This is an optimization exercise on Yosys and OpenROAD, whose aim is small area, not a production implementation. Function was checked by simulation only, so behaviour that the tests miss may differ from the original. No activity file was given, so power comes from the tool's default toggle rates.

File: flow/constraint.sdc
create_clock -name core_clock -period 6.0 [get_ports {fpgaGlobalClock}]
set_input_delay 1.2000 -clock core_clock [delete_from_list [all_inputs] [get_ports {fpgaGlobalClock}]]
set_output_delay 1.2000 -clock core_clock [all_outputs]
set_load 0.01 [all_outputs]
File: flow/run.sh
#!/bin/bash
# synth_recipe.tcl (not shown) runs the flow's synth.tcl, then flattens the netlist and writes it again
# the make line also repeats each setting of config.mk as NAME=value (left out here)
make -C /OpenROAD-flow-scripts/flow DESIGN_CONFIG=/design/flow/config.mk WORK_HOME=/design/flow/orfs CLKGATE_MAP_FILE= SYNTH_SCRIPT=/design/flow/synth_recipe.tcl finish
File: flow/design.v
module baby_store_loader #(
   parameter int ADDR_W = 5,
   parameter int DATA_W = 32,
   parameter int BPW    = DATA_W / 8
) (
   input  logic              fpgaGlobalClock,
   input  logic              reset_i,
   input  logic [ADDR_W-1:0] cpu_addr_i,
   input  logic [DATA_W-1:0] cpu_data_i,
   input  logic              cpu_rw_en_i,
   output logic [DATA_W-1:0] cpu_data_o,
   input  logic              stop_lamp_i,
   output logic              cpu_hold_o,
   input  logic              ld_start_i,
   input  logic              ld_valid_i,
   input  logic [7:0]        ld_byte_i,
   output logic              ld_ready_o,
   output logic              load_done_o,
   input  logic              dump_start_i,
   output logic              dump_valid_o,
   output logic [7:0]        dump_byte_o,
   input  logic              dump_ready_i
);
   localparam int DEPTH = 1 << ADDR_W;
   localparam int CNT_W = (BPW > 1) ? $clog2(BPW) : 1;
   localparam logic [ADDR_W:0]  LAST_WORD = (ADDR_W + 1)'(DEPTH - 1);
   localparam logic [CNT_W-1:0] LAST_BYTE = CNT_W'(BPW - 1);
   typedef enum logic [1:0] {
      ST_IDLE = 2'd0,
      ST_LOAD = 2'd1,
      ST_DUMP = 2'd2
   } state_e;
   function automatic logic [7:0] get_lane(input logic [DATA_W-1:0] word,
                                           input logic [CNT_W-1:0]  lane);
      get_lane = word[{lane, 3'b000} +: 8];
   endfunction
   function automatic logic [DATA_W-1:0] put_lane(input logic [DATA_W-1:0] word,
                                                  input logic [CNT_W-1:0]  lane,
                                                  input logic [7:0]        data);
      logic [DATA_W-1:0] w;
      w = word;
      w[{lane, 3'b000} +: 8] = data;
      put_lane = w;
   endfunction
   logic [DATA_W-1:0] mem_q [DEPTH];
   state_e            state_q,    state_d;
   logic [ADDR_W:0]   word_ptr_q, word_ptr_d;
   logic [CNT_W-1:0]  byte_cnt_q, byte_cnt_d;
   logic [DATA_W-1:0] asm_q,      asm_d;
   logic              hold_q,     hold_d;
   logic              ld_ready_q, ld_ready_d;
   logic              done_q,     done_d;
   logic              dvalid_q,   dvalid_d;
   logic [7:0]        dbyte_q,    dbyte_d;
   logic              mem_we_s;
   logic [ADDR_W-1:0] mem_waddr_s;
   logic [DATA_W-1:0] mem_wdata_s;
   logic [DATA_W-1:0] new_word_s;
   logic [ADDR_W:0]   nxt_ptr_s;
   logic [CNT_W-1:0]  nxt_cnt_s;
   logic              dump_trig_s;
   logic stop_low_q;
   always_ff @(posedge fpgaGlobalClock or negedge reset_i) begin
      if (!reset_i) begin
         stop_low_q <= 1'b0;
      end else begin
         stop_low_q <= ~stop_lamp_i;
      end
   end
   assign dump_trig_s = dump_start_i | (stop_lamp_i & stop_low_q);
   always_comb begin
      nxt_ptr_s = word_ptr_q;
      nxt_cnt_s = byte_cnt_q + CNT_W'(1);
      if (byte_cnt_q == LAST_BYTE) begin
         nxt_ptr_s = word_ptr_q + (ADDR_W + 1)'(1);
         nxt_cnt_s = {CNT_W{1'b0}};
      end else begin
         nxt_ptr_s = word_ptr_q;
      end
   end
   always_comb begin
      state_d     = state_q;
      word_ptr_d  = word_ptr_q;
      byte_cnt_d  = byte_cnt_q;
      asm_d       = asm_q;
      hold_d      = hold_q;
      ld_ready_d  = ld_ready_q;
      done_d      = 1'b0;
      dvalid_d    = dvalid_q;
      dbyte_d     = dbyte_q;
      mem_we_s    = 1'b0;
      mem_waddr_s = cpu_addr_i;
      mem_wdata_s = cpu_data_i;
      cpu_data_o  = {DATA_W{1'b0}};
      new_word_s  = put_lane(asm_q, byte_cnt_q, ld_byte_i);
      case (state_q)
         ST_IDLE: begin
            cpu_data_o = mem_q[cpu_addr_i];
            mem_we_s   = cpu_rw_en_i;
            if (ld_start_i) begin
               state_d    = ST_LOAD;
               word_ptr_d = {(ADDR_W + 1){1'b0}};
               byte_cnt_d = {CNT_W{1'b0}};
               asm_d      = {DATA_W{1'b0}};
               hold_d     = 1'b1;
               ld_ready_d = 1'b1;
            end else if (dump_trig_s) begin
               state_d    = ST_DUMP;
               word_ptr_d = {(ADDR_W + 1){1'b0}};
               byte_cnt_d = {CNT_W{1'b0}};
               hold_d     = 1'b1;
               dvalid_d   = 1'b0;
            end else begin
               hold_d     = 1'b0;
            end
         end
         ST_LOAD: begin
            if (ld_start_i) begin
               word_ptr_d = {(ADDR_W + 1){1'b0}};
               byte_cnt_d = {CNT_W{1'b0}};
               asm_d      = {DATA_W{1'b0}};
            end else if (ld_valid_i && ld_ready_q) begin
               asm_d      = new_word_s;
               byte_cnt_d = nxt_cnt_s;
               word_ptr_d = nxt_ptr_s;
               if (byte_cnt_q == LAST_BYTE) begin
                  mem_we_s    = 1'b1;
                  mem_waddr_s = word_ptr_q[ADDR_W-1:0];
                  mem_wdata_s = new_word_s;
                  if (word_ptr_q == LAST_WORD) begin
                     state_d    = ST_IDLE;
                     done_d     = 1'b1;
                     hold_d     = 1'b0;
                     ld_ready_d = 1'b0;
                  end else begin
                     done_d     = 1'b0;
                  end
               end else begin
                  mem_we_s = 1'b0;
               end
            end else begin
               asm_d = asm_q;
            end
         end
         ST_DUMP: begin
            if (!dvalid_q) begin
               dvalid_d = 1'b1;
               dbyte_d  = get_lane(mem_q[word_ptr_q[ADDR_W-1:0]], byte_cnt_q);
            end else if (dump_ready_i) begin
               if ((word_ptr_q == LAST_WORD) && (byte_cnt_q == LAST_BYTE)) begin
                  state_d  = ST_IDLE;
                  dvalid_d = 1'b0;
                  hold_d   = 1'b0;
               end else begin
                  word_ptr_d = nxt_ptr_s;
                  byte_cnt_d = nxt_cnt_s;
                  dbyte_d    = get_lane(mem_q[nxt_ptr_s[ADDR_W-1:0]], nxt_cnt_s);
               end
            end else begin
               dbyte_d = dbyte_q;
            end
         end
         default: begin
            state_d    = ST_IDLE;
            hold_d     = 1'b0;
            ld_ready_d = 1'b0;
            dvalid_d   = 1'b0;
         end
      endcase
   end
   always_ff @(posedge fpgaGlobalClock or negedge reset_i) begin
      if (!reset_i) begin
         state_q    <= ST_IDLE;
         word_ptr_q <= {(ADDR_W + 1){1'b0}};
         byte_cnt_q <= {CNT_W{1'b0}};
         asm_q      <= {DATA_W{1'b0}};
         hold_q     <= 1'b0;
         ld_ready_q <= 1'b0;
         done_q     <= 1'b0;
         dvalid_q   <= 1'b0;
         dbyte_q    <= 8'h00;
      end else begin
         state_q    <= state_d;
         word_ptr_q <= word_ptr_d;
         byte_cnt_q <= byte_cnt_d;
         asm_q      <= asm_d;
         hold_q     <= hold_d;
         ld_ready_q <= ld_ready_d;
         done_q     <= done_d;
         dvalid_q   <= dvalid_d;
         dbyte_q    <= dbyte_d;
      end
   end
   always_ff @(posedge fpgaGlobalClock) begin
      if (mem_we_s) begin
         mem_q[mem_waddr_s] <= mem_wdata_s;
      end
   end
   assign cpu_hold_o   = hold_q;
   assign ld_ready_o   = ld_ready_q;
   assign load_done_o  = done_q;
   assign dump_valid_o = dvalid_q;
   assign dump_byte_o  = dbyte_q;
endmodule
File: flow/config.mk
export PLATFORM = sky130hd
export DESIGN_NAME = baby_store_loader
export DESIGN_NICKNAME = baby_store_loader
export VERILOG_FILES = /design/flow/design.v
export SDC_FILE = /design/flow/constraint.sdc
export NUM_CORES = 4
export LEC_CHECK = 0
export CAP_MARGIN = 20
export CORE_MARGIN = 2
export CORE_UTILIZATION = 40
export SLEW_MARGIN = 20
==> flow_summary.ini, run 1 <==
[timing]
skew_ns = 0.0388
rsz0062_at_grt = false
drv_slew = 0
hold_viol = 0
worst_pin_slew_ns = 1.27
period_needed_ns = 5.36
worst_slack_ns = 0.644
setup_viol = 0
finalCritPeriodShare_pct = 89.3
fmax_mhz = 187
setup_tns_ns = 0
slew_headroom_pct = 13.0

[routing]
drt_iter0_markers = 7103
wl_per_cell_um = 37.0
routed.top_layer = met5
routed-via-count = 42546
wirelength_met1_um = 82700
wl_met2_um = 98300
wirelength_um = 227000
dr.pass1.iters = 6
drc = 0
wl_met3_um = 32000
route.antenna.remaining_nets = 0
vias_per_cell = 6.95

[hold_path]
holdCritPathClass = input port to asynchronous set/reset pin

[pwr]
power.density_mw_per_mm2 = 273
p_leak_nw = 20.7
power_mw = 18.5
ir_drop_v = 0.000276

[global_routing]
grt_pass1_vias = 41126
grt_pass1_wl_um = 316000
antenna_found_initial = 11
grt_overflow_total = 0
grt_usage_pct = 29.5
grt_max_degree = 112

[layout]
area_growth_pct = 13.7
final_area_mm2 = 0.0678
finalNetCount = 4163
layout-drive-gt1-share_pct = 25.6
nFillCells = 12778

[synthesis]
synthArstFlopShare_pct = 5.10
synth-edff-count = 1024
ys.flop_type = edfxtp_1
ys_types = 62
syn_inst = 4019
netlist_area_mm2 = 0.0596
syn_nets = 4083
ys_seq_elements = 1079
ys_seq_area_share_pct = 53.9
avgSynthCellArea_um2 = 14.8
synth_warnings = 1
synth_top_cell_by_area = edfxtp_1
synth_area_leaders = edfxtp_1 (52%), mux4_2 (22%), mux2i_1 (5.5%)
synth_top_area_share_pct = 51.6

[clock_tree]
cts_resized = 0
cts.root.buffer_cell = clkbuf_16
cts_tree = yes
cts.sinks = 1079
clkTransAtPathRegs_ns = 0.06
cts_buffer_depth = 3
cts_buffers = 113
clock_latency_ns = 0.77
postCtsHoldBufs = 0
post-cts-setup-buffer-count = 0
cts-htree-levels = 3

[flow_run]
drv_cap = 0

[place]
gp_congestion = 0.916
io_buffers = 96
dp_hpwl_um = 139000
dpl_worst_slack_ns = 0.638
place_area_mm2 = 0.0639

[setup_path]
required_ns = 4.80
slowest_delay_ns = 0.58
path_class = input port to primary output
worst_path_most_repeated_cell = mux4_2
start_kind = input port
crit_fanout = 54
end_kind = primary output
critPathSlowestCell = buf_8
arrival_ns = 4.16
cp_top_family = buffers and inverters
worstPathCellList = buf_8 > buf_4 > mux4_2 > mux4_2 > nand2_1 > a21oi_1 > clkdlybuf4s50_1
cp_num_buf_inv = 3

[floorplan]
start_util_pct = 40.3
die_area_mm2 = 0.152
io_pins = 97
die_y_um = 390
core_region_area_mm2 = 0.148
row_count = 141
fp.dieW_um = 390

[run_status]
status = no timing/DRC/antenna violations
-- worst paths after layout --
check                              start             end  slack (ns)  cells past startpoint
setup / recovery           cpu_addr_i[0]  cpu_data_o[14]        0.64                      7
max in group asynchronous        reset_i   word_ptr_q[3]        4.52                      2
setup reg to reg           word_ptr_q[2]      dbyte_q[2]        1.25                      9
hold reg to reg                   hold_q          hold_q        0.49                      2
hold / removal                   reset_i        asm_q[8]        0.33                      1
min in group core_clock           hold_q          hold_q        0.49                      2
-- worst reg2reg max path: stages, from the launching register on --
cell	delay [ns]
dfrtp_4	1.13
nand3b_1	0.38
nand2_2	0.53
nor2_2	1.10
buf_4	0.38
a22oi_1	0.15
o211ai_1	0.17
nand3_1	0.23
or3_1	0.49
nand3_1	0.09
-- through the flow --
stage / instances / util (%) / hold slack (ns)
floorplan: 4019 / - / 0.444
global placement: 5912 / 43.2 / 0.473
detailed placement: 5913 / 43.2 / 0.474
CTS: 6122 / 45.8 / 0.294
global route: 6123 / 45.8 / 0.329
finish: 6124 / 45.8 / 0.331
-- power by group --
part           total [mW]  internal (mW)  switching, mW
clock                7.32           4.22           3.10
combinational        2.64          0.852           1.79
sequential           8.51           8.37          0.138
total                18.5           13.4           5.03
-- synthesized netlist by cell type, types with 3 or more instances --
cell type and n:
edfxtp_1 1024, mux4_1 13, buf_8 3, o21ai_1 7, a22o_1 35, buf_6 17, dfrtp_1 55, clkinv_1 3
ha_1 11, buf_12 6, a211oi_1 46, mux2i_1 329, o221ai_1 128, buf_2 85, buf_4 52, xnor2_1 6
a32oi_1 49, nor2_1 61, inv_1 12, nor3_1 21, o22ai_1 72, nand2_1 637, nor2b_1 35, a22oi_1 15
a21oi_1 107, mux2_2 5, or2_2 4, nand2b_1 8, clkbuf_1 156, o31ai_1 7, or3_1 8, o21ai_0 51
a31oi_1 28, a2111oi_0 7, o211ai_1 18, o2111ai_1 12, nand4_1 61, or4_1 4, o41ai_1 5, nand3_1 186
a21boi_0 3, buf_1 33, mux4_2 571
-- routing by layer --
layer,track usage [%],vias up
li1,-,16790
met1,39.7,21686
met2,43.1,3392
met3,9.30,668
met4,15.0,10
met5,0,-
-- flip-flops by register name, summed over array words and instances (netlist names) --
| signal | cells |
|---|---|
| dbyte_q | 8 |
| ld_ready_q | 1 |
| stop_low_q | 1 |
| done_q | 1 |
| dvalid_q | 1 |
| word_ptr_q | 6 |
| state_q | 2 |
| asm_q | 32 |
| byte_cnt_q | 2 |
| hold_q | 1 |
| mem_q | 1024 |
-- cells in the final DEF (no fill, tap or decap), types with 20 or more instances in the layout --
master	synthesis	layout
nor2b_1	35	35
mux4_2	571	571
clkdlybuf4s50_1	0	91
a22o_1	35	35
nand3_1	186	186
buf_4	52	179
a31oi_1	28	28
a21oi_1	107	100
a32oi_1	49	49
a211oi_1	46	45
clkinv_1	3	20
dfrtp_1	55	50
clkbuf_1	156	27
clkbuf_16	0	116
mux2i_1	329	328
nand2_1	637	634
edfxtp_1	1024	1024
nand4_1	61	61
o22ai_1	72	70
nor2_1	61	25
buf_12	6	41
nor2_4	0	33
o21ai_2	0	21
o221ai_1	128	128
-- cell type report --
class / instances / area [µm²] / share of cell area (%)
Sequential cell: 1079 / 32100 / 47.4
Multi-Input combinational cell: 2573 / 26200 / 38.7
Timing Repair Buffer: 317 / 3150 / 4.65
Clock buffer: 146 / 3050 / 4.49
Tap cell: 1930 / 2410 / 3.56
Clock inverter: 63 / 744 / 1.10
Inverter: 15 / 63.8 / 0.0942
Antenna cell: 1 / 2.50 / 0.00369
-- kinds of logic after synthesis --
group	count (synthesis)	synth area share (%)
adder cells (fa/ha/maj)	11	0.231
flip-flops	1079	53.9
AO/OA/AOI/OAI	601	7.19
buffers and inverters	367	3.25
XOR/XNOR	8	0.149
AND/OR/NAND/NOR	1035	7.52
multiplexers	918	27.8
==> run 2, diff against run 1 <==
==> flow/design.v (replaced) <==
module baby_store_loader (
   input  logic        fpgaGlobalClock,
   input  logic        reset_i,
   input  logic [4:0]  cpu_addr_i,
   input  logic [31:0] cpu_data_i,
   input  logic        cpu_rw_en_i,
   output logic [31:0] cpu_data_o,
   input  logic        stop_lamp_i,
   output logic        cpu_hold_o,
   input  logic        ld_start_i,
   input  logic        ld_valid_i,
   input  logic [7:0]  ld_byte_i,
   output logic        ld_ready_o,
   output logic        load_done_o,
   input  logic        dump_start_i,
   output logic        dump_valid_o,
   output logic [7:0]  dump_byte_o,
   input  logic        dump_ready_i
);
   logic        load_q;      
   logic        dump_q;      
   logic        dvalid_q;    
   logic        done_q;      
   logic [6:0]  pos_q;       
   logic [23:0] buf_q;       
   logic        idle_s;
   logic        dump_trig_s;
   logic        ld_acc_s;    
   logic        dp_hs_s;     
   logic        last_s;      
   logic        we_s;        
   logic [4:0]  addr_s;
   logic [31:0] sel_s;
   logic [31:0] wdata_s;
   logic [31:0] rd_s;
   logic [31:0] mem_q [32];
   logic stop_low_q;
   always_ff @(posedge fpgaGlobalClock or negedge reset_i) begin
      if (!reset_i) stop_low_q <= 1'b0;
      else          stop_low_q <= ~stop_lamp_i;
   end
   assign dump_trig_s = dump_start_i | (stop_lamp_i & stop_low_q);
   assign idle_s   = ~(load_q | dump_q);
   assign ld_acc_s = load_q & ld_valid_i & ~ld_start_i;
   assign dp_hs_s  = dvalid_q & dump_ready_i;
   assign last_s   = &pos_q;
   always_ff @(posedge fpgaGlobalClock or negedge reset_i) begin
      if (!reset_i) begin
         load_q   <= 1'b0;
         dump_q   <= 1'b0;
         dvalid_q <= 1'b0;
         done_q   <= 1'b0;
         pos_q    <= 7'd0;
      end else begin
         done_q <= ld_acc_s & last_s;
         if (idle_s) begin
            if (ld_start_i)       load_q <= 1'b1;
            else if (dump_trig_s) dump_q <= 1'b1;
         end
         if (ld_acc_s & last_s) load_q <= 1'b0;
         if (dump_q) dvalid_q <= ~(dp_hs_s & last_s);
         if (dp_hs_s & last_s) dump_q <= 1'b0;
         if (load_q & ld_start_i) pos_q <= 7'd0;
         else if (ld_acc_s | dp_hs_s) pos_q <= pos_q + 7'd1;
      end
   end
   always_ff @(posedge fpgaGlobalClock) begin
      if (ld_acc_s) begin
         case (pos_q[1:0])
            2'd0:    buf_q[7:0]   <= ld_byte_i;
            2'd1:    buf_q[15:8]  <= ld_byte_i;
            2'd2:    buf_q[23:16] <= ld_byte_i;
            default: ;
         endcase
      end
   end
   assign addr_s = idle_s ? cpu_addr_i : pos_q[6:2];
   always_comb begin
      for (int w = 0; w < 32; w++) sel_s[w] = (addr_s == 5'(w));
   end
   assign we_s    = (idle_s & cpu_rw_en_i) | (ld_acc_s & (&pos_q[1:0]));
   assign wdata_s = idle_s ? cpu_data_i : {ld_byte_i, buf_q};
   always_ff @(posedge fpgaGlobalClock) begin
      for (int w = 0; w < 32; w++) begin
         if (we_s & sel_s[w]) mem_q[w] <= wdata_s;
      end
   end
   always_comb begin
      rd_s = 32'd0;
      for (int w = 0; w < 32; w++) rd_s = rd_s | (mem_q[w] & {32{sel_s[w]}});
   end
   assign cpu_data_o   = idle_s ? rd_s : 32'd0;
   assign dump_byte_o  = rd_s[{pos_q[1:0], 3'b000} +: 8];
   assign cpu_hold_o   = ~idle_s;
   assign ld_ready_o   = load_q;
   assign load_done_o  = done_q;
   assign dump_valid_o = dvalid_q;
endmodule
==> run 2 against run 1 <==
Net effect: the layout now fails its checks (setup timing); maximum frequency fell by 11%; critical path depth rose by 9; first-iteration DRC count shrank 31%; largest cell class unchanged; final area shrank 26%; via count decreased by 35%; combinational power increased by 120%; critical endpoint is now dump_byte_o[5]; clock skew rose by 0.034 ns; sequential share of layout area grew 16 points; cell count is 31% lower; synthesized cell count fell by 41%; count of clock-buffer cells in the layout is 8 lower.
==> flow_summary.ini, run 2 <==
[layout]
mostFrequentLayoutCells = edfxtp_1 (1048), buf_4 (314), a22oi_1 (289)
largest_reg_flops = 1024
layout-drive-gt1-share_pct = 24.5
final_common_cell = edfxtp_1
finalNetCount = 2868
top_regs = mem_q: 1024 flops, buf_q: 24 flops, pos_q: 7 flops
final_area_mm2 = 0.0505
area_growth_pct = 25.1
top_register = mem_q

[pwr]
ir_drop_v = 0.000294
swShare_pct = 31.7
clkPwrFrac_pct = 32.3
p_leak_nw = 16.6
combPwrFrac_pct = 28.5
power.density_mw_per_mm2 = 410
intPower_mw = 14.1
seqPwrFrac_pct = 39.2
switching_power_mw = 6.56

[setup_path]
end_kind = primary output
critPathSlowestCell = or4_4
slowest_delay_ns = 0.56
path_class = input port to primary output
setup.worst_path.start = cpu_addr_i[2]
cp_top_family = buffers and inverters
timing.reg2reg.setup_slack_ns = 1.82
cp-endpoint = dump_byte_o[5]
start_kind = input port
reg2reg_depth = 7
r2r_end = mem_q[26][19]
crit_fanout = 4
required_ns = 4.80
arrival_ns = 4.81
cp_num_cells = 16
cp_num_buf_inv = 8
r2r_start = dump_q
worstPathCellList = clkdlybuf4s50_1 > nand4bb_1 > buf_4 > buf_4 > a22oi_2 > and2_1 > buf_12 > buf_12 > a222oi_1 > nand3_1 > or4_4 > buf_12 > nor2_1 > a211oi_2 > buf_4 > clkdlybuf4s50_1

[floorplan]
start_util_pct = 40.3
die_area_mm2 = 0.103
io_pins = 97
core_region_area_mm2 = 0.100
row_count = 116
fp.dieW_um = 322
die_y_um = 322

[synthesis]
synth_area_leaders = edfxtp_1 (78%), a22oi_1 (5.5%), nand4_1 (2.7%)
synth_xor_area_share_pct = 0.109
synth.most_common_cell = edfxtp_1
synth_warnings = 2
yosys.area_share.simple_pct = 8.88
synthAdderAreaFrac_pct = 0.124
synthArstFlopShare_pct = 1.13
synth-edff-count = 1048
synth.area.mux_share_pct = 0.354
synth_compound_area_share_pct = 9.74
ys_types = 76
synth_top_area_share_pct = 78.0
avgSynthCellArea_um2 = 17.0
netlist_area_mm2 = 0.0403
synth_top_family_by_area = compound AO/OA/AOI/OAI gates
ys_top_cells_by_count = edfxtp_1 (1048), a22oi_1 (293), nand4_1 (176)
ys.flop_type = edfxtp_1
syn_nets = 2424
syn_inst = 2367
ys_seq_area_share_pct = 78.8
ys_seq_elements = 1060
synth_top_cell_by_area = edfxtp_1

[place]
gp_congestion = 0.945
dp_hpwl_um = 102000
place_area_mm2 = 0.0463
io_buffers = 96

[timing]
slew_headroom_pct = 22.6
finalCritPeriodShare_pct = 100
worst_hold_slack_ns = 0.554
period_needed_ns = 6.01
worst_pin_slew_ns = 1.16
setup_viol = 1
hold_viol = 0
fmax_mhz = 166
worst_slack_ns = -0.00790
skew_ns = 0.0733
rsz0062_at_grt = true
drv_slew = 0

[routing]
dr.pass1.iters = 6
drc = 0
drt_iter0_markers = 4899
vias_per_cell = 6.59
wirelength_um = 160000
wl_per_cell_um = 38.2
route.antenna.remaining_nets = 0
routed-via-count = 27689

[clock_tree]
cts.root.buffer_cell = clkbuf_16
clock_latency_ns = 0.71
clkTransAtPathRegs_ns = 0.05
postCtsHoldBufs = 0
cts_buffers = 106
cts_tree = yes
cts_buffer_depth = 3
cts-htree-levels = 3
cts.sinks = 1060

[global_routing]
grt_pass1_vias = 26478
grt_max_degree = 47
grt_overflow_total = 0
antenna_found_initial = 6
grt_pass1_wl_um = 219000
grt_usage_pct = 30.8

[hold_path]
holdCritPathClass = register to register

[run_status]
status = failed layout checks
so_faults = setup timing

[flow_run]
drv_cap = 0
## run 2: cell types whose count changed in the layout (fill, tap and decap cells not counted), moves of 128 or more
| cell | delta |
|---|---|
| o221ai_1 | -128 |
| buf_4 | +135 |
| nand2_1 | -513 |
| a22oi_1 | +274 |
| mux4_2 | -571 |
| mux2i_1 | -316 |
## run 2: area by class of cell
class	instances	area, µm²
antenna	1	2.50
clock buffer	138	2820
clock inverter	59	663
fill	8071	49500
inverter	5	18.8
multi-input combinational	1144	8590
sequential	1060	31800
tap	1298	1620
timing repair buffer	494	4980
## run 2: power by group through the flow
stage | Sequential, mW | Combinational (mW) | Clock [mW]
5_1_grt | 8.11 | 5.95 | 6.99
4_1_cts | 8.11 | 5.55 | 6.70
6_report | 8.11 | 5.90 | 6.70
3_5_place_dp | 8.27 | 5.22 | 0
3_3_place_gp | 8.27 | 5.25 | 0
2_1_floorplan | 8.24 | 1.90 | 0
## run 2: what timing repair did
action / in CTS / in global routing
gates cloned: 0 / 0
resized for setup: 66 / 36
pin swaps: 11 / 11
setup endpoints to repair: 30 / 26
hold endpoints to repair: 0 / 0
setup buffers: 19 / 6
## run 2: tightest hold or removal path, stage by stage, from the launching register on
cell and delay [ns]:
dfrtp_1 0.36, nor2_1 0.05, a21oi_1 0.10
## run 2: per-layer routing
layer | up-vias | part of all wire, % | wire length (µm) | GRT usage [%]
li1 | 10736 | - | - | -
met1 | 14022 | 36 | 57800 | 41.7
met2 | 2508 | 43 | 69200 | 45.4
met3 | 417 | 16 | 25000 | 10.1
met4 | 6 | 5.1 | 8190 | 13.5
met5 | - | 0.020 | 32 | 0
## run 2: logic make-up after synthesis
logic type	after synthesis
fa+ha+maj	4
compound gates	499
simple gates	622
flops	1060
mux	14
buf+inv	163
xor+xnor	5
## run 2: stage by stage
stage	TNS (ns)	power, mW	util [%]	cells	setup slack [ns]
after floorplan	0	10.1	-	2367	0.812
after global placement	-6.31	13.5	46.3	3973	-0.736
after detailed placement	-5.90	13.5	46.3	3973	-0.655
after CTS	0	20.4	50.2	4189	0.00290
after global routing	-0.0995	21.1	50.5	4198	-0.0503
final	-0.00790	20.7	50.5	4199	-0.00790
## run 2: worst min-delay path by stage
stage / from / endpoint / slack, ns / cells after the start
after global placement: dvalid_q / dvalid_q / 0.54 / 2
after global routing: dvalid_q / dvalid_q / 0.61 / 2
after floorplan: dvalid_q / dvalid_q / 0.57 / 2
final: dvalid_q / dvalid_q / 0.55 / 2
after detailed placement: dvalid_q / dvalid_q / 0.54 / 2
after CTS: dvalid_q / dvalid_q / 0.56 / 2
==> run 3, diff against run 2 <==
--- a/flow/design.v
+++ b/flow/design.v
@@ -85,9 +85,22 @@
          if (we_s & sel_s[w]) mem_q[w] <= wdata_s;
       end
    end
-   always_comb begin
-      rd_s = 32'd0;
-      for (int w = 0; w < 32; w++) rd_s = rd_s | (mem_q[w] & {32{sel_s[w]}});
+   logic [10:0] rdn_s [32];
+   for (genvar b = 0; b < 32; b++) begin : g_rd
+      for (genvar g = 0; g < 10; g++) begin : g_grp
+         bsl_aoi222 u_aoi (
+            .a0 (mem_q[3*g][b]),   .s0 (sel_s[3*g]),
+            .a1 (mem_q[3*g+1][b]), .s1 (sel_s[3*g+1]),
+            .a2 (mem_q[3*g+2][b]), .s2 (sel_s[3*g+2]),
+            .y  (rdn_s[b][g])
+         );
+      end
+      bsl_aoi22 u_aoi (
+         .a0 (mem_q[30][b]), .s0 (sel_s[30]),
+         .a1 (mem_q[31][b]), .s1 (sel_s[31]),
+         .y  (rdn_s[b][10])
+      );
+      assign rd_s[b] = ~&rdn_s[b];
    end
    assign cpu_data_o   = idle_s ? rd_s : 32'd0;
    assign dump_byte_o  = rd_s[{pos_q[1:0], 3'b000} +: 8];
@@ -96,3 +109,15 @@
    assign load_done_o  = done_q;
    assign dump_valid_o = dvalid_q;
 endmodule
+module bsl_aoi222 (
+   input  logic a0, s0, a1, s1, a2, s2,
+   output logic y
+);
+   assign y = ~((a0 & s0) | (a1 & s1) | (a2 & s2));
+endmodule
+module bsl_aoi22 (
+   input  logic a0, s0, a1, s1,
+   output logic y
+);
+   assign y = ~((a0 & s0) | (a1 & s1));
+endmodule
--- a/flow/config.mk
+++ b/flow/config.mk
@@ -7,5 +7,6 @@
 export LEC_CHECK = 0
 export CAP_MARGIN = 20
 export CORE_MARGIN = 2
-export CORE_UTILIZATION = 40
+export CORE_UTILIZATION = 60
 export SLEW_MARGIN = 20
+export SYNTH_HIERARCHICAL = 1
==> run 3 against run 2 <==
Net effect: the run now finishes clean; total power down 12%; die area down 37%; maximum frequency grew 0.95%; cell count shrank 23%; synthesized cell count fell by 20%; combinational power down 41%; sequential cell count stayed put; largest cell class unchanged; highest routed layer unchanged.
==> flow_summary.ini, run 3 <==
[place]
gp_congestion = 0.841
dp_hpwl_um = 65800
io_buffers = 96
dpl_worst_slack_ns = -0.295

[routing]
drt_iter0_markers = 3869
routed-via-count = 22206
route.antenna.remaining_nets = 0
dr.pass1.iters = 14
vias_per_cell = 6.84
wirelength_um = 104000
drc = 0
wl_per_cell_um = 32.0

[synthesis]
synth_top_family_by_area = compound AO/OA/AOI/OAI gates
yosys.area_share.simple_pct = 4.76
synth_xor_area_share_pct = 0.139
syn_nets = 1939
avgSynthCellArea_um2 = 20.1
synth.most_common_cell = edfxtp_1
synth_top_cell_by_area = edfxtp_1
synth_area_leaders = edfxtp_1 (83%), a222oi_1 (8.5%), nand2_1 (1.1%)
ys.flop_type = edfxtp_1
ys_seq_elements = 1060
netlist_area_mm2 = 0.0379
synthAdderAreaFrac_pct = 0.132
synthArstFlopShare_pct = 1.13
synth_warnings = 10
synth_compound_area_share_pct = 10.1
synth.area.mux_share_pct = 0.562
ys_types = 50
synth_top_area_share_pct = 83.1
synth-edff-count = 1048
syn_inst = 1882
ys_seq_area_share_pct = 83.9
ys_top_cells_by_count = edfxtp_1 (1048), a222oi_1 (320), nand2_1 (112)

[clock_tree]
clkTransAtPathRegs_ns = 0.06
cts_buffer_depth = 3
clock_latency_ns = 0.66
cts-htree-levels = 3
cts.sinks = 1060
cts_buffers = 103
cts_tree = yes
cts.root.buffer_cell = clkbuf_16
postCtsHoldBufs = 0

[global_routing]
grt_pass1_vias = 21708
grt_usage_pct = 32.3
grt_pass1_wl_um = 148000
grt_overflow_total = 0
antenna_found_initial = 0
grt_max_degree = 33

[layout]
top_register = mem_q
finalNetCount = 2375
top_regs = mem_q: 1024 flops, buf_q: 24 flops, pos_q: 7 flops
nFillCells = 3754
mostFrequentLayoutCells = edfxtp_1 (1048), a222oi_1 (320), buf_4 (209)
antenna_cells = 0
area_growth_pct = 22.3
largest_reg_flops = 1024
layout-drive-gt1-share_pct = 23.2
final_common_cell = edfxtp_1
fin_util_pct = 73.8

[timing]
setup_viol = 0
skew_ns = 0.0171
worst_pin_slew_ns = 1.10
worst_slack_ns = 0.0489
period_needed_ns = 5.95
setup_tns_ns = 0
slew_headroom_pct = 26.6
drv_slew = 0
finalCritPeriodShare_pct = 99.2
rsz0062_at_grt = true
fmax_mhz = 168
hold_viol = 0

[pwr]
ir_drop_v = 0.000290
power_mw = 18.3
p_leak_nw = 15.0
power.density_mw_per_mm2 = 396

[setup_path]
r2r_start = pos_q[1]
cp-endpoint = dump_byte_o[6]
required_ns = 4.80
reg2reg_depth = 5
start_kind = input port
crit_fanout = 32
path_class = input port to primary output
end_kind = primary output
arrival_ns = 4.75
setup.worst_path.start = cpu_addr_i[0]
timing.reg2reg.setup_slack_ns = 2.28
r2r_end = mem_q[2][10]

[floorplan]
die_area_mm2 = 0.0651
core_region_area_mm2 = 0.0627
die_y_um = 255
row_count = 92
fp.dieW_um = 255
io_pins = 97
start_util_pct = 60.3

[flow_run]
drv_cap = 0

[hold_path]
holdCritPathClass = register to register

[run_status]
status = no timing/DRC/antenna violations
## run 3: cell types whose count changed after synthesis, sizes merged, moves of 29 or more
cell    before  now
clkbuf      60    6
nand4      176   64
and4        29    0
a22o        70    1
buf         98   15
nor2        47  105
a22oi      294   32
a222oi       6  320
## run 3: layer usage
layer  track usage [%]  vias up  part of all wire (%)
met1              45.7    11359                    38
met3              5.33      165                   9.7
met4              12.0        2                   3.3
met2              51.3     1338                    49
li1                  -     9342                     -
met5                 0        -                 0.048
## run 3: worst min path at each step
stage	start	to	slack, ns	cells after the start
final	dvalid_q	dvalid_q	0.57	2
after global routing	dvalid_q	dvalid_q	0.62	2
after CTS	dvalid_q	dvalid_q	0.58	2
after detailed placement	dvalid_q	dvalid_q	0.54	2
after global placement	dvalid_q	dvalid_q	0.55	2
after floorplan	dvalid_q	dvalid_q	0.57	2
## run 3: report_power, final
part / leakage [nW] / internal, mW / switching (mW)
registers: 9.56 / 8.06 / 0.0775
logic: 3.68 / 1.54 / 1.96
clock network: 1.72 / 4.01 / 2.67
## run 3: modules after synthesis, one instance, submodules excluded
| module | cells | flops+latches | times used |
|---|---|---|---|
| baby_store_loader | 1530 | 1060 | 1 |
| bsl_aoi222 | 1 | 0 | 320 |
| bsl_aoi22 | 1 | 0 | 32 |
## run 3: area by class of cell
cell class,count,area [µm²],share of cell area [%]
clock buffer,126,2780,6.00
sequential,1060,31800,68.7
timing repair buffer,352,3440,7.44
tap,846,1060,2.29
multi-input combinational,794,6460,14.0
inverter,7,28.8,0.0622
clock inverter,62,742,1.60
## run 3: what timing repair did
action / in CTS / in global routing
pin swaps: 9 / 11
setup buffers: 8 / 0
setup endpoints to repair: 8 / 12
gates resized for setup: 14 / 17
## run 3: logic make-up (layout without fill, tap and decap cells)
family / Yosys count / after routing
compound gates: 383 / 383
xor+xnor: 6 / 6
fa+ha+maj: 4 / 4
buf+inv: 28 / 547
flops: 1060 / 1060
mux: 19 / 19
simple gates: 382 / 382
## run 3: per-stage QoR
stage | hold slack (ns) | cells | area [µm²]
6_report | 0.572 | 3247 | 46300
5_1_grt | 0.624 | 3247 | 46300
4_1_cts | 0.575 | 3247 | 46200
3_5_place_dp | 0.545 | 3051 | 42500
3_3_place_gp | 0.553 | 3049 | 42500
2_1_floorplan | 0.570 | 1882 | 37900
## run 3: critical path, stage by stage
cell             delay [ns]
clkdlybuf4s50_1        0.55
or4b_1                 0.50
o21ai_2                0.16
buf_4                  0.18
and3_1                 0.20
buf_12                 0.23
a222oi_1               0.13
nand4_1                0.16
buf_4                  0.19
nor4_1                 0.06
buf_4                  0.18
a211o_1                0.26
o21ai_0                0.07
buf_4                  0.14
clkdlybuf4s50_1        0.53
==> run 4, diff against run 3 <==
==> flow/flow/run.sh (new file) <==
#!/bin/bash
# Layout flow: the standard ORFS flow (standard.sh, unchanged synthesis),
# with three layout choices passed to ORFS through its own variables:
#   * port buffers use buf_2 instead of the default pick
#   * clock tree synthesis without dummy loads, with a chosen buffer list and
#     sink clustering
# Each tool's output goes to ORFS's own logs under orfs/logs; the make output
# of the whole run goes to flow.log here.
set -euo pipefail
export BUFFER_PORTS_ARGS="-buffer_cell sky130_fd_sc_hd__buf_2"
export CTS_ARGS="-sink_clustering_enable -repair_clock_nets -dont_use_dummy_load -sink_clustering_size 20 -sink_clustering_max_diameter 60 -buf_list {sky130_fd_sc_hd__clkbuf_4 sky130_fd_sc_hd__clkbuf_8}"
bash standard.sh > flow.log 2>&1
==> flow/standard.sh (new file) <==
#!/bin/bash
# synth_recipe.tcl (not shown) runs the flow's synth.tcl, then flattens the netlist and writes it again
# the make line also repeats each setting of config.mk as NAME=value (left out here)
make -C /OpenROAD-flow-scripts/flow DESIGN_CONFIG=/design/flow/config.mk WORK_HOME=/design/flow/orfs CLKGATE_MAP_FILE= SYNTH_SCRIPT=/design/flow/synth_recipe.tcl "${@:-finish}"
--- a/flow/config.mk
+++ b/flow/config.mk
@@ -8,5 +8,6 @@
 export CAP_MARGIN = 20
 export CORE_MARGIN = 2
 export CORE_UTILIZATION = 60
+export GPL_TIMING_DRIVEN = 0
 export SLEW_MARGIN = 20
 export SYNTH_HIERARCHICAL = 1
removed: flow/run.sh
==> run 4 against run 3 <==
Net effect: global-route usage down 0.50 points; sequential share of layout area increased by 5.5 points; non-clock buffer count shrank 148; total power decreased by 25%; die area unchanged; area after synthesis is the same; cell count decreased by 8.4%; critical path type is now register to primary output; largest cell class unchanged.
==> flow_summary.ini, run 4 <==
[setup_path]
critPathSlowestCell = dfrtp_1
worstPathCellList = nor2_8 > inv_4 > and3_1 > o21ai_2 > nor2_4 > buf_16 > a222oi_1 > nand4_1 > nor3_2 > nand2_1 > a22o_1 > buf_2
setup.worst_path.start = load_q
start_kind = register
r2r_start = load_q
crit_fanout = 18
timing.reg2reg.setup_slack_ns = 2.82
cp-endpoint = dump_byte_o[7]
path_class = register to primary output
end_kind = primary output
cp_top_family = simple AND/OR/NAND/NOR gates
arrival_ns = 4.67
cp_num_buf_inv = 3
reg2reg_depth = 7
slowest_delay_ns = 0.54
r2r_end = mem_q[28][13]
cp_num_cells = 12
required_ns = 4.80

[layout]
regArea_mm2 = 0.0318
layout-drive-gt1-share_pct = 19.6
top_register = mem_q
area_growth_pct = 13.2
multi_input_area_mm2 = 0.00657
finalNetCount = 2186
largest_reg_flops = 1024
final_common_cell = edfxtp_1
nFillCells = 4040
top_regs = mem_q: 1024 flops, buf_q: 24 flops, pos_q: 7 flops
mostFrequentLayoutCells = edfxtp_1 (1048), a222oi_1 (320), buf_2 (105)

[timing]
skew_ns = 0.0497
worst_pin_slew_ns = 0.848
slew_headroom_pct = 43.3
hold_viol = 0
worst_hold_slack_ns = 0.355
finalCritPeriodShare_pct = 97.9
setup_viol = 0
period_needed_ns = 5.87
fmax_mhz = 170
rsz0062_at_grt = false
drv_slew = 0

[synthesis]
synth_warnings = 10
avgSynthCellArea_um2 = 20.1
ys_seq_elements = 1060
synth_area_leaders = edfxtp_1 (83%), a222oi_1 (8.5%), nand2_1 (1.1%)
synth_top_cell_by_area = edfxtp_1
synth-edff-count = 1048
synth.most_common_cell = edfxtp_1
ys_top_cells_by_count = edfxtp_1 (1048), a222oi_1 (320), nand2_1 (112)
ys_seq_area_share_pct = 83.9
ys.flop_type = edfxtp_1
syn_inst = 1882
syn_nets = 1939
ys_types = 50
synth_top_area_share_pct = 83.1
synthArstFlopShare_pct = 1.13
netlist_area_mm2 = 0.0379

[global_routing]
antenna_found_initial = 1
grt_max_degree = 33
grt_usage_pct = 31.7
grt_overflow_total = 0
grt_pass1_vias = 19955
grt_pass1_wl_um = 143000

[pwr]
power.density_mw_per_mm2 = 322
p_leak_nw = 13.2
ir_drop_v = 0.000250
power_mw = 13.8

[clock_tree]
cts_buffer_depth = 3
cts_buffers = 61
clkTransAtPathRegs_ns = 0.08
cts_tree = yes
cts.root.buffer_cell = clkbuf_8
cts.sinks = 1060
clock_latency_ns = 0.74
postCtsHoldBufs = 0
cts-htree-levels = 2

[routing]
drt_iter0_markers = 3782
wirelength_um = 102000
route.antenna.remaining_nets = 0
vias_per_cell = 7.09
drc = 0
wl_per_cell_um = 34.4
routed-via-count = 21092
dr.pass1.iters = 10

[hold_path]
holdCritPathClass = input port to asynchronous set/reset pin

[place]
io_buffers = 96
dp_hpwl_um = 66500
gp_congestion = 0.887

[floorplan]
start_util_pct = 60.3
io_pins = 97
fp.dieW_um = 255
row_count = 92
core_region_area_mm2 = 0.0627
die_area_mm2 = 0.0651
die_y_um = 255

[flow_run]
drv_cap = 0

[run_status]
status = no timing/DRC/antenna violations
run 4: worst min-delay path by stage:
stage,to,slack (ns),cells after the start
after floorplan,dvalid_q,0.57,2
final,dvalid_q,0.36,1
after CTS,dvalid_q,0.31,1
after detailed placement,dvalid_q,0.56,2
after global placement,dvalid_q,0.54,2
after global routing,dvalid_q,0.33,1
run 4: what timing repair did:
item / 4_1_cts / 5_1_grt
setup buffers: 10 / 0
resized for setup: 9 / 6
gates cloned: 1 / 0
pin swaps: 3 / 0
endpoints found under the setup margin: 17 / 8
run 4: cell type report:
type,count,area share (%)
tap,846,2.47
buffer,21,0.245
inverter,7,0.0672
antenna,2,0.0117
timing repair buffer,183,5.74
multi-input combinational,795,15.3
clock buffer,61,1.96
sequential,1060,74.2
run 4: kinds of logic (layout without fill, tap and decap cells):
kind of cell	after synthesis	after routing	synth area share, %
other cells	0	2	0
simple gates	382	383	4.76
fa+ha+maj	4	4	0.132
compound gates	383	383	10.1
flops	1060	1060	83.9
buf+inv	28	272	0.347
xor+xnor	6	6	0.139
mux	19	19	0.562
run 4: per-layer routing:
metal	wire length, µm	GRT usage [%]	vias up
met2	49200	50.4	1185
met4	3160	9.42	0
li1	-	-	8856
met1	39400	46.6	10891
met3	10600	4.59	160
met5	0	0	-
run 4: power by group:
group	internal (mW)	leakage (nW)	switching [mW]	total [mW]
Combinational	0.925	3.20	1.84	2.77
Sequential	8.05	9.56	0.0232	8.08
Clock	0.911	0.439	2.02	2.93
run 4: Yosys stat by module (local to each module, per instance):
| module | flops+latches | copies in the design | cells | area (µm²) |
|---|---|---|---|---|
| bsl_aoi222 | 0 | 320 | 1 | 10.0 |
| baby_store_loader | 1060 | 1 | 1530 | 34200 |
| bsl_aoi22 | 0 | 32 | 1 | 12.5 |
run 4: worst reg2reg max path, stage by stage, from the launching register on:
cell and delay, ns:
dfrtp_1 0.54, nor2_8 0.24, inv_4 0.10, mux2_2 0.26
buf_2 0.40, nand3_1 0.47, nor2_4 0.62, buf_12 0.27
run 4: stage by stage:
step,setup WS [ns],util (%),instance area (µm²),cells,setup TNS (ns)
after floorplan,0.209,-,37900,1882,0
after global placement,-2.01,62.8,39400,2824,-61.07
after detailed placement,-0.190,66.5,41700,2901,-0.190
after CTS,-0.00812,68.1,42700,2973,-0.00812
after global routing,0.0422,68.3,42800,2974,0
final,0.128,68.3,42800,2975,0
==> run 5, diff against run 4 <==
--- a/flow/design.v
+++ b/flow/design.v
@@ -22,12 +22,16 @@
    logic        dvalid_q;    
    logic        done_q;      
    logic [6:0]  pos_q;       
+   logic [7:0]  dbyte_q;     
    logic [23:0] buf_q;       
    logic        idle_s;
    logic        dump_trig_s;
    logic        ld_acc_s;    
    logic        dp_hs_s;     
+   logic        dp_fetch_s;  
+   logic        dp_end_s;    
    logic        last_s;      
+   logic        zero_s;      
    logic        we_s;        
    logic [4:0]  addr_s;
    logic [31:0] sel_s;
@@ -44,6 +48,9 @@
    assign ld_acc_s = load_q & ld_valid_i & ~ld_start_i;
    assign dp_hs_s  = dvalid_q & dump_ready_i;
    assign last_s   = &pos_q;
+   assign zero_s   = ~|pos_q;
+   assign dp_fetch_s = dump_q & (~dvalid_q | (dump_ready_i & ~zero_s));
+   assign dp_end_s   = dp_hs_s & zero_s;
    always_ff @(posedge fpgaGlobalClock or negedge reset_i) begin
       if (!reset_i) begin
          load_q   <= 1'b0;
@@ -58,10 +65,10 @@
             else if (dump_trig_s) dump_q <= 1'b1;
          end
          if (ld_acc_s & last_s) load_q <= 1'b0;
-         if (dump_q) dvalid_q <= ~(dp_hs_s & last_s);
-         if (dp_hs_s & last_s) dump_q <= 1'b0;
+         if (dump_q) dvalid_q <= ~dp_end_s;
+         if (dp_end_s) dump_q <= 1'b0;
          if (load_q & ld_start_i) pos_q <= 7'd0;
-         else if (ld_acc_s | dp_hs_s) pos_q <= pos_q + 7'd1;
+         else if (ld_acc_s | dp_fetch_s) pos_q <= pos_q + 7'd1;
       end
    end
    always_ff @(posedge fpgaGlobalClock) begin
@@ -74,7 +81,10 @@
          endcase
       end
    end
-   assign addr_s = idle_s ? cpu_addr_i : pos_q[6:2];
+   always_ff @(posedge fpgaGlobalClock) begin
+      if (dp_fetch_s) dbyte_q <= rd_s[{pos_q[1:0], 3'b000} +: 8];
+   end
+   assign addr_s = (cpu_addr_i & {5{idle_s}}) | pos_q[6:2];
    always_comb begin
       for (int w = 0; w < 32; w++) sel_s[w] = (addr_s == 5'(w));
    end
@@ -103,7 +113,7 @@
       assign rd_s[b] = ~&rdn_s[b];
    end
    assign cpu_data_o   = idle_s ? rd_s : 32'd0;
-   assign dump_byte_o  = rd_s[{pos_q[1:0], 3'b000} +: 8];
+   assign dump_byte_o  = dbyte_q;
    assign cpu_hold_o   = ~idle_s;
    assign ld_ready_o   = load_q;
    assign load_done_o  = done_q;
==> flow/flow/run.sh (replaced) <==
#!/bin/bash
# Layout flow: the standard ORFS flow (standard.sh), synthesis unchanged,
# then the layout steps with these choices passed through ORFS's variables:
#   * port buffers use buf_2 instead of the default pick
#   * the large buffers buf_8/12/16 are not used after synthesis, so fanout
#     repair uses smaller buffers
#   * clock tree synthesis without dummy loads, with a chosen buffer list and
#     sink clustering
# ORFS writes each tool's output to its own log under orfs/logs; the make
# output of synthesis and of the layout steps goes to synth.log and flow.log.
set -euo pipefail
bash standard.sh synth > synth.log 2>&1
export DONT_USE_CELLS="sky130_fd_sc_hd__buf_8 sky130_fd_sc_hd__buf_12 sky130_fd_sc_hd__buf_16"
export BUFFER_PORTS_ARGS="-buffer_cell sky130_fd_sc_hd__buf_2"
export CTS_ARGS="-sink_clustering_enable -repair_clock_nets -dont_use_dummy_load -sink_clustering_size 16 -sink_clustering_max_diameter 50 -buf_list {sky130_fd_sc_hd__clkbuf_4 sky130_fd_sc_hd__clkbuf_8}"
bash standard.sh > flow.log 2>&1
==> run 5 against run 4 <==
Net effect: still clean on timing, DRC and antenna; wire length grew 2.0%; hold slack better by 0.062 ns; global-route usage rose by 0.12 points; critical path depth is 2 higher; sequential cell count increased by 8; sequential power rose by 1%; worst setup slack better by 0.0094 ns; die area rose by 0.49%; count of clock-buffer cells in the layout up 32; via count increased by 2.3%; core utilization is 0.58 points higher; sequential share of layout area fell by 0.20 points; critical endpoint is now cpu_data_o[11]; largest cell class unchanged; largest power group unchanged.
==> flow_summary.ini, run 5 <==
[setup_path]
start_kind = register
critPathSlowestCell = dfrtp_1
cp_num_buf_inv = 6
end_kind = primary output
worst_path_most_repeated_cell = buf_4
cp_top_family = simple AND/OR/NAND/NOR gates
r2r_start = dump_q
worstPathCellList = nor2_1 > inv_1 > clkbuf_2 > o21ai_4 > buf_4 > nor3_2 > buf_4 > buf_4 > a222oi_1 > nand4_1 > nor2_1 > nand4_1 > and2_1 > buf_2
arrival_ns = 4.66
r2r_end = dbyte_q[1]
path_class = register to primary output
crit_fanout = 10
reg2reg_depth = 11
slowest_delay_ns = 0.46
required_ns = 4.80
timing.reg2reg.setup_slack_ns = 1.52

[floorplan]
io_pins = 97
core_region_area_mm2 = 0.0629
start_util_pct = 60.5
row_count = 92
die_area_mm2 = 0.0654
fp.dieW_um = 256
die_y_um = 256

[pwr]
ir_drop_v = 0.000249
power_mw = 12.2
combPwrFrac_pct = 3.6
switching_power_mw = 2.49
p_leak_nw = 13.4
intPower_mw = 9.68
swShare_pct = 20.4
seqPwrFrac_pct = 67.4
power.density_mw_per_mm2 = 281
clkPwrFrac_pct = 29.0

[timing]
drv_slew = 0
setup_viol = 0
rsz0062_at_grt = false
worst_pin_slew_ns = 1.12
fmax_mhz = 171
skew_ns = 0.0738
worst_hold_slack_ns = 0.417
hold_viol = 0
finalCritPeriodShare_pct = 97.7
slew_headroom_pct = 25.0
period_needed_ns = 5.86

[layout]
multi_input_area_mm2 = 0.00647
layout-drive-gt1-share_pct = 19.7
final_common_cell = edfxtp_1
final_cells = 3019
area_growth_pct = 13.8
final_area_mm2 = 0.0433
largest_reg_flops = 1024
mostFrequentLayoutCells = edfxtp_1 (1056), a222oi_1 (320), buf_2 (102)
top_register = mem_q
finalNetCount = 2229
nFillCells = 4084
regArea_mm2 = 0.0320
top_regs = mem_q: 1024 flops, buf_q: 24 flops, dbyte_q: 8 flops

[clock_tree]
cts_tree = yes
cts_buffers = 93
cts.root.buffer_cell = clkbuf_8
cts-htree-levels = 3
clock_latency_ns = 0.73
clkTransAtPathRegs_ns = 0.08
cts.sinks = 1068
cts_buffer_depth = 3

[routing]
wirelength_um = 104000
drc = 0
wl_met2_um = 49900
wl_per_cell_um = 34.6
routed-via-count = 21568
drt_iter0_markers = 3877
dr.pass1.iters = 10
route.antenna.remaining_nets = 0
routed.top_layer = met5
vias_per_cell = 7.14
wirelength_met1_um = 39000
wl_met3_um = 11100

[global_routing]
grt_max_degree = 33
grt_overflow_total = 0
grt_pass1_wl_um = 148000
grt_usage_pct = 31.9
grt_pass1_vias = 20965
antenna_found_initial = 3

[synthesis]
synthArstFlopShare_pct = 1.12
ys_seq_area_share_pct = 84.2
synth_xor_area_share_pct = 0
avgSynthCellArea_um2 = 20.1
syn_nets = 1948
synth_compound_area_share_pct = 10.3
synth_warnings = 10
synth-edff-count = 1056
ys_types = 45
ys.flop_type = edfxtp_1
synth_top_area_share_pct = 83.4
synth_top_family_by_area = compound AO/OA/AOI/OAI gates
netlist_area_mm2 = 0.0380
synthAdderAreaFrac_pct = 0.132
ys_top_cells_by_count = edfxtp_1 (1056), a222oi_1 (320), nand2_1 (110)
yosys.area_share.simple_pct = 4.65
syn_inst = 1891
synth_area_leaders = edfxtp_1 (83%), a222oi_1 (8.4%), nand4_1 (1.1%)
synth.most_common_cell = edfxtp_1
synth_top_cell_by_area = edfxtp_1
synth.area.mux_share_pct = 0.477
ys_seq_elements = 1068

[run_status]
status = no timing/DRC/antenna violations

[place]
dp_hpwl_um = 67800
io_buffers = 96
place_inst = 2920
place_area_mm2 = 0.0419
gp_congestion = 0.946

[hold_path]
holdCritPathClass = input port to asynchronous set/reset pin

[flow_run]
drv_cap = 0
## run 5: worst max-delay path by stage
stage                endpoint           from  depth (start not counted)  slack [ns]
2_1_floorplan  cpu_data_o[27]  cpu_addr_i[1]                          9        0.55
3_3_place_gp   cpu_data_o[11]  cpu_addr_i[0]                         10       -2.89
3_5_place_dp   cpu_data_o[10]  cpu_addr_i[0]                         10        0.04
4_1_cts         cpu_data_o[3]         dump_q                         12        0.04
5_1_grt         cpu_data_o[3]         dump_q                         12        0.03
6_report       cpu_data_o[11]         dump_q                         14        0.14
## run 5: layout make-up
| class | instances | area share [%] |
|---|---|---|
| clock buffer | 93 | 2.96 |
| buffer | 24 | 0.249 |
| inverter | 7 | 0.0607 |
| antenna | 3 | 0.0173 |
| sequential | 1068 | 74.0 |
| tap | 846 | 2.45 |
| timing repair buffer | 186 | 5.35 |
| multi-input combinational | 792 | 15.0 |
## run 5: routing by layer
layer	vias up	global-route usage, %
met2	1384	50.8
met4	2	13.1
met3	205	5.98
li1	8984	-
met1	10993	44.1
met5	-	0
## run 5: logic make-up after synthesis
| group | Yosys count |
|---|---|
| mux | 16 |
| fa+ha+maj | 4 |
| compound gates | 395 |
| simple gates | 377 |
| buf+inv | 31 |
| flops | 1068 |
## run 5: Yosys stat by module (local to each module, per instance)
module             cell area (µm²)  cells inside  copies in the design  flip-flops and latches
baby_store_loader            34400          1539                     1                    1068
bsl_aoi22                     12.5             1                    32                       0
bsl_aoi222                    10.0             1                   320                       0
## run 5: timing repair
item	in CTS	in global routing
pin swaps	1	0
endpoints found under the hold margin	0	0
hold buffers	0	0
gates cloned	0	0
resized for setup	5	5
endpoints found under the setup margin	30	13
setup buffers	2	0
## run 5: power by group through the flow
stage / sequential [mW] / combinational, mW / clock [mW]
finish: 8.20 / 0.443 / 3.53
detailed placement: 8.37 / 0.433 / 0
global placement: 8.36 / 0.394 / 0
CTS: 8.20 / 0.435 / 3.58
global route: 8.20 / 0.461 / 3.82
floorplan: 8.36 / 0.191 / 0
## run 5: stage by stage
stage          util (%)  TNS, ns  worst slack, ns
2_1_floorplan         -        0            0.547
3_3_place_gp       63.0  -102.38            -2.89
3_5_place_dp       66.6        0           0.0362
4_1_cts            68.7        0           0.0421
5_1_grt            68.9        0           0.0306
6_report           68.9        0            0.137
==> run 6, diff against run 5 <==
==> flow/flow/run.sh (replaced) <==
#!/bin/bash
# Layout flow: the standard ORFS flow (standard.sh). Synthesis runs
# unchanged; the layout steps then run with these choices, passed to ORFS
# through its own variables:
#   * port buffers are buf_2 instead of ORFS's default pick
#   * the platform's don't-use list also holds the big data buffers
#     (buf_6 and up, bufbuf_*), so fanout and slew repair uses buf_4 and below
#   * clock tree synthesis runs without dummy loads, with clkbuf_4/clkbuf_8
#     and a chosen sink clustering
# ORFS writes each tool's output to its own log under orfs/logs; the make
# output of synthesis and of the layout steps goes to synth.log and flow.log.
set -euo pipefail
bash standard.sh synth > synth.log 2>&1
DU=$(make -s -C "$FLOW_HOME" DESIGN_CONFIG="$PWD/config.mk" WORK_HOME="$PWD/orfs" print-DONT_USE_CELLS 2> dont_use.log | sed -n 's/^DONT_USE_CELLS: //p')
[[ -n "$DU" ]]
DU="$DU sky130_fd_sc_hd__buf_6 sky130_fd_sc_hd__buf_8 sky130_fd_sc_hd__buf_12 sky130_fd_sc_hd__buf_16 sky130_fd_sc_hd__bufbuf_8 sky130_fd_sc_hd__bufbuf_16"
echo "$DU" > dont_use.txt
export BUFFER_PORTS_ARGS="-buffer_cell sky130_fd_sc_hd__buf_2"
export CTS_ARGS="-sink_clustering_enable -repair_clock_nets -dont_use_dummy_load -sink_clustering_size 20 -sink_clustering_max_diameter 50 -buf_list {sky130_fd_sc_hd__clkbuf_8}"
bash standard.sh "DONT_USE_CELLS=$DU" finish > flow.log 2>&1
--- a/flow/config.mk
+++ b/flow/config.mk
@@ -7,7 +7,7 @@
 export LEC_CHECK = 0
 export CAP_MARGIN = 20
 export CORE_MARGIN = 2
-export CORE_UTILIZATION = 60
+export CORE_UTILIZATION = 65
 export GPL_TIMING_DRIVEN = 0
 export SLEW_MARGIN = 20
 export SYNTH_HIERARCHICAL = 1
==> run 6 against run 5 <==
Net effect: still clean; via count is 1.1% higher; global-route usage is 2.9 points higher; non-clock buffer count is 9 higher; maximum frequency is 1.4% lower; core utilization is 3.6 points higher; area after synthesis stayed put; largest power group unchanged.
==> flow_summary.ini, run 6 <==
[run_status]
status = no timing/DRC/antenna violations

[timing]
fmax_mhz = 168
skew_ns = 0.0662
drv_slew = 0
period_needed_ns = 5.94
worst_slack_ns = 0.0563
finalCritPeriodShare_pct = 99.1
worst_pin_slew_ns = 1.17
setup_viol = 0
hold_viol = 0
slew_headroom_pct = 22.0
setup_tns_ns = 0

[setup_path]
path_class = register to primary output
worst_path_most_repeated_cell = nand4_1
start_kind = register
cp_num_buf_inv = 2
reg2reg_depth = 9
arrival_ns = 4.74
slowest_delay_ns = 0.55
end_kind = primary output
setup.worst_path.start = load_q
r2r_start = pos_q[0]
cp_top_family = simple AND/OR/NAND/NOR gates
timing.reg2reg.setup_slack_ns = 1.40
r2r_end = pos_q[6]
worstPathCellList = clkbuf_1 > nor3b_1 > a211oi_2 > nand2_2 > nor2_4 > a222oi_1 > nand4_1 > nor2_1 > nand4_1 > and2_1 > buf_2
critPathSlowestCell = nor3b_1
crit_fanout = 11
required_ns = 4.80

[layout]
final_common_cell = edfxtp_1
area_growth_pct = 10.1
fin_util_pct = 72.5
nFillCells = 3503
layout-drive-gt1-share_pct = 19.8
largest_reg_flops = 1024
top_register = mem_q
mostFrequentLayoutCells = edfxtp_1 (1056), a222oi_1 (320), buf_2 (124)
finalNetCount = 2228
final_cells = 2935
top_regs = mem_q: 1024 flops, buf_q: 24 flops, dbyte_q: 8 flops

[pwr]
clkPwrFrac_pct = 27.8
power.density_mw_per_mm2 = 285
combPwrFrac_pct = 3.6
seqPwrFrac_pct = 68.5
power_mw = 12.0
swShare_pct = 20.5
switching_power_mw = 2.45
ir_drop_v = 0.000204
p_leak_nw = 13.1
intPower_mw = 9.50

[place]
dpl_worst_slack_ns = -0.0942
io_buffers = 96
gp_congestion = 0.907
place_inst = 2836
dp_hpwl_um = 66900

[global_routing]
grt_usage_pct = 34.8
grt_pass1_vias = 20846
antenna_found_initial = 2
grt_pass1_wl_um = 146000
grt_overflow_total = 0
grt_max_degree = 33

[floorplan]
core_region_area_mm2 = 0.0578
fp.dieW_um = 246
die_y_um = 246
start_util_pct = 65.8
io_pins = 97
row_count = 88
die_area_mm2 = 0.0605

[clock_tree]
cts_tree = yes
postCtsHoldBufs = 0
cts.root.buffer_cell = clkbuf_8
cts.sinks = 1068
cts_buffer_depth = 3
cts-htree-levels = 3
clock_latency_ns = 0.72
clkTransAtPathRegs_ns = 0.11
cts_buffers = 81

[flow_run]
drv_cap = 0

[routing]
drc = 0
routed-via-count = 21807
wl_per_cell_um = 35.7
vias_per_cell = 7.43
drt_iter0_markers = 4362
wirelength_um = 105000
dr.pass1.iters = 10
route.antenna.remaining_nets = 0

[synthesis]
ys_seq_elements = 1068
ys_seq_area_share_pct = 84.2
ys.flop_type = edfxtp_1
ys_top_cells_by_count = edfxtp_1 (1056), a222oi_1 (320), nand2_1 (110)
syn_inst = 1891
synth.area.mux_share_pct = 0.477
synth.most_common_cell = edfxtp_1
synth-edff-count = 1056
synth_top_area_share_pct = 83.4
synth_top_cell_by_area = edfxtp_1
synth_top_family_by_area = compound AO/OA/AOI/OAI gates
avgSynthCellArea_um2 = 20.1
yosys.area_share.simple_pct = 4.65
syn_nets = 1948
synth_area_leaders = edfxtp_1 (83%), a222oi_1 (8.4%), nand4_1 (1.1%)
netlist_area_mm2 = 0.0380
synth_warnings = 10
synth_compound_area_share_pct = 10.3
synth_xor_area_share_pct = 0
ys_types = 45
synthArstFlopShare_pct = 1.12
synthAdderAreaFrac_pct = 0.132

[hold_path]
holdCritPathClass = input port to asynchronous set/reset pin
[run 6: cell counts after synthesis]
Identical to the previous run, type by type.
[run 6: timing repair]
| action | CTS | global route |
|---|---|---|
| setup buffers | 1 | 12 |
| endpoints found under the setup margin | 30 | 12 |
| pin swaps | 3 | 3 |
| gates cloned | 2 | 0 |
| gates resized for setup | 9 | 15 |
[run 6: final cells by class]
class	instances	area [µm²]	area share, %
antenna	1	2.50	0.00597
tap	765	957	2.28
inverter	7	26.3	0.0627
buffer	24	121	0.290
timing repair buffer	195	1150	2.75
clock buffer	81	1110	2.66
sequential	1068	32000	76.4
multi-input combinational	794	6500	15.5
[run 6: through the flow]
step / hold WS (ns) / area, µm²
floorplan: 0.525 / 38000
global placement: 0.568 / 39500
detailed placement: 0.578 / 40600
CTS: 0.324 / 41700
global route: 0.356 / 41900
finish: 0.358 / 41900
[run 6: logic make-up (layout without fill, tap and decap cells)]
logic type,after synthesis,count (layout)
compound gates,395,395
fa+ha+maj,4,4
buf+inv,31,307
flops,1068,1068
mux,16,16
other cells,0,1
simple gates,377,379
[run 6: worst register-to-register path, cell delays in order (launching register included)]
cell and delay (ns):
dfrtp_1 0.41, clkbuf_1 0.88, clkinv_1 1.07, ha_1 0.57
nor4b_1 0.21, a311oi_4 0.37, buf_4 0.28, buf_4 0.26
o21a_1 0.26, a22o_1 0.16
[run 6: per-module statistics from Yosys (local to each module, per instance)]
module | flip-flops and latches | times used
bsl_aoi22 | 0 | 32
baby_store_loader | 1068 | 1
bsl_aoi222 | 0 | 320
[run 6: power groups by stage]
| stage | clock, mW | sequential [mW] | combinational, mW |
|---|---|---|---|
| after global placement | 0 | 8.36 | 0.381 |
| after global routing | 3.63 | 8.19 | 0.447 |
| final | 3.33 | 8.19 | 0.436 |
| after CTS | 3.36 | 8.20 | 0.417 |
| after floorplan | 0 | 8.36 | 0.191 |
| after detailed placement | 0 | 8.36 | 0.411 |
[run 6: routing by layer]
layer	wire length, µm	part of all wire (%)	GRT usage [%]	vias up
li1	-	-	-	8953
met1	37500	36	49.3	11051
met2	47800	46	52.3	1578
met3	14200	14	8.23	225
met4	5130	4.9	16.1	0
met5	0	0	0	-
[run 6: worst max path at each step]
stage	slack (ns)	endpoint	cells after the start
CTS	0.01	cpu_data_o[3]	12
detailed placement	-0.09	cpu_data_o[14]	11
global route	-0.002	cpu_data_o[3]	13
finish	0.06	cpu_data_o[3]	11
floorplan	0.55	cpu_data_o[27]	9
global placement	-2.97	cpu_data_o[19]	10

afterwards: timing with drivers on the ports:
Ports are ideal in the flow. The routed layouts listed here were re-timed in OpenROAD. Step 1: set_driving_cell puts a clkbuf_16 on fpgaGlobalClock and a buf_2 on each other input, an assumption about the parent block. Step 2, shift: input delay + t, output delay - t, t = (earliest + latest rising clock arrival at the registers) / 2. This alone moves slack from input paths to output paths. a / b / c = ideal ports / drivers / drivers and shift; a / b = the first two.
run | shift t [ns] | setup WS [ns] | worst setup path at the end | worst data-port slew with drivers (ns) | pins driven straight from the clock port
run 1 | 0.837 | 0.644 / 0.559 / 0.559 | input to output | 0.08 | 1
run 2 | 0.750 | -0.008 / -0.037 / -0.037 | input to output | 0.07 | 1
run 3 | 0.714 | 0.049 / -0.005 / -0.005 | input to output | 0.10 | 1
run 4 | 0.778 | 0.128 / 0.067 / 0.161 | input to output | 0.11 | 1
run 5 | 0.737 | 0.137 / 0.074 / 0.142 | input to output | 0.05 | 1
run 6 | 0.736 | 0.056 / 0.000 / 0.096 | input to output | 0.05 | 1
Met with ideal ports but missed after step 2: setup timing in run 3. For run 1, which loses most, drivers alone change the setup slack by -0.085 ns; drivers and shift together by -0.085 ns.
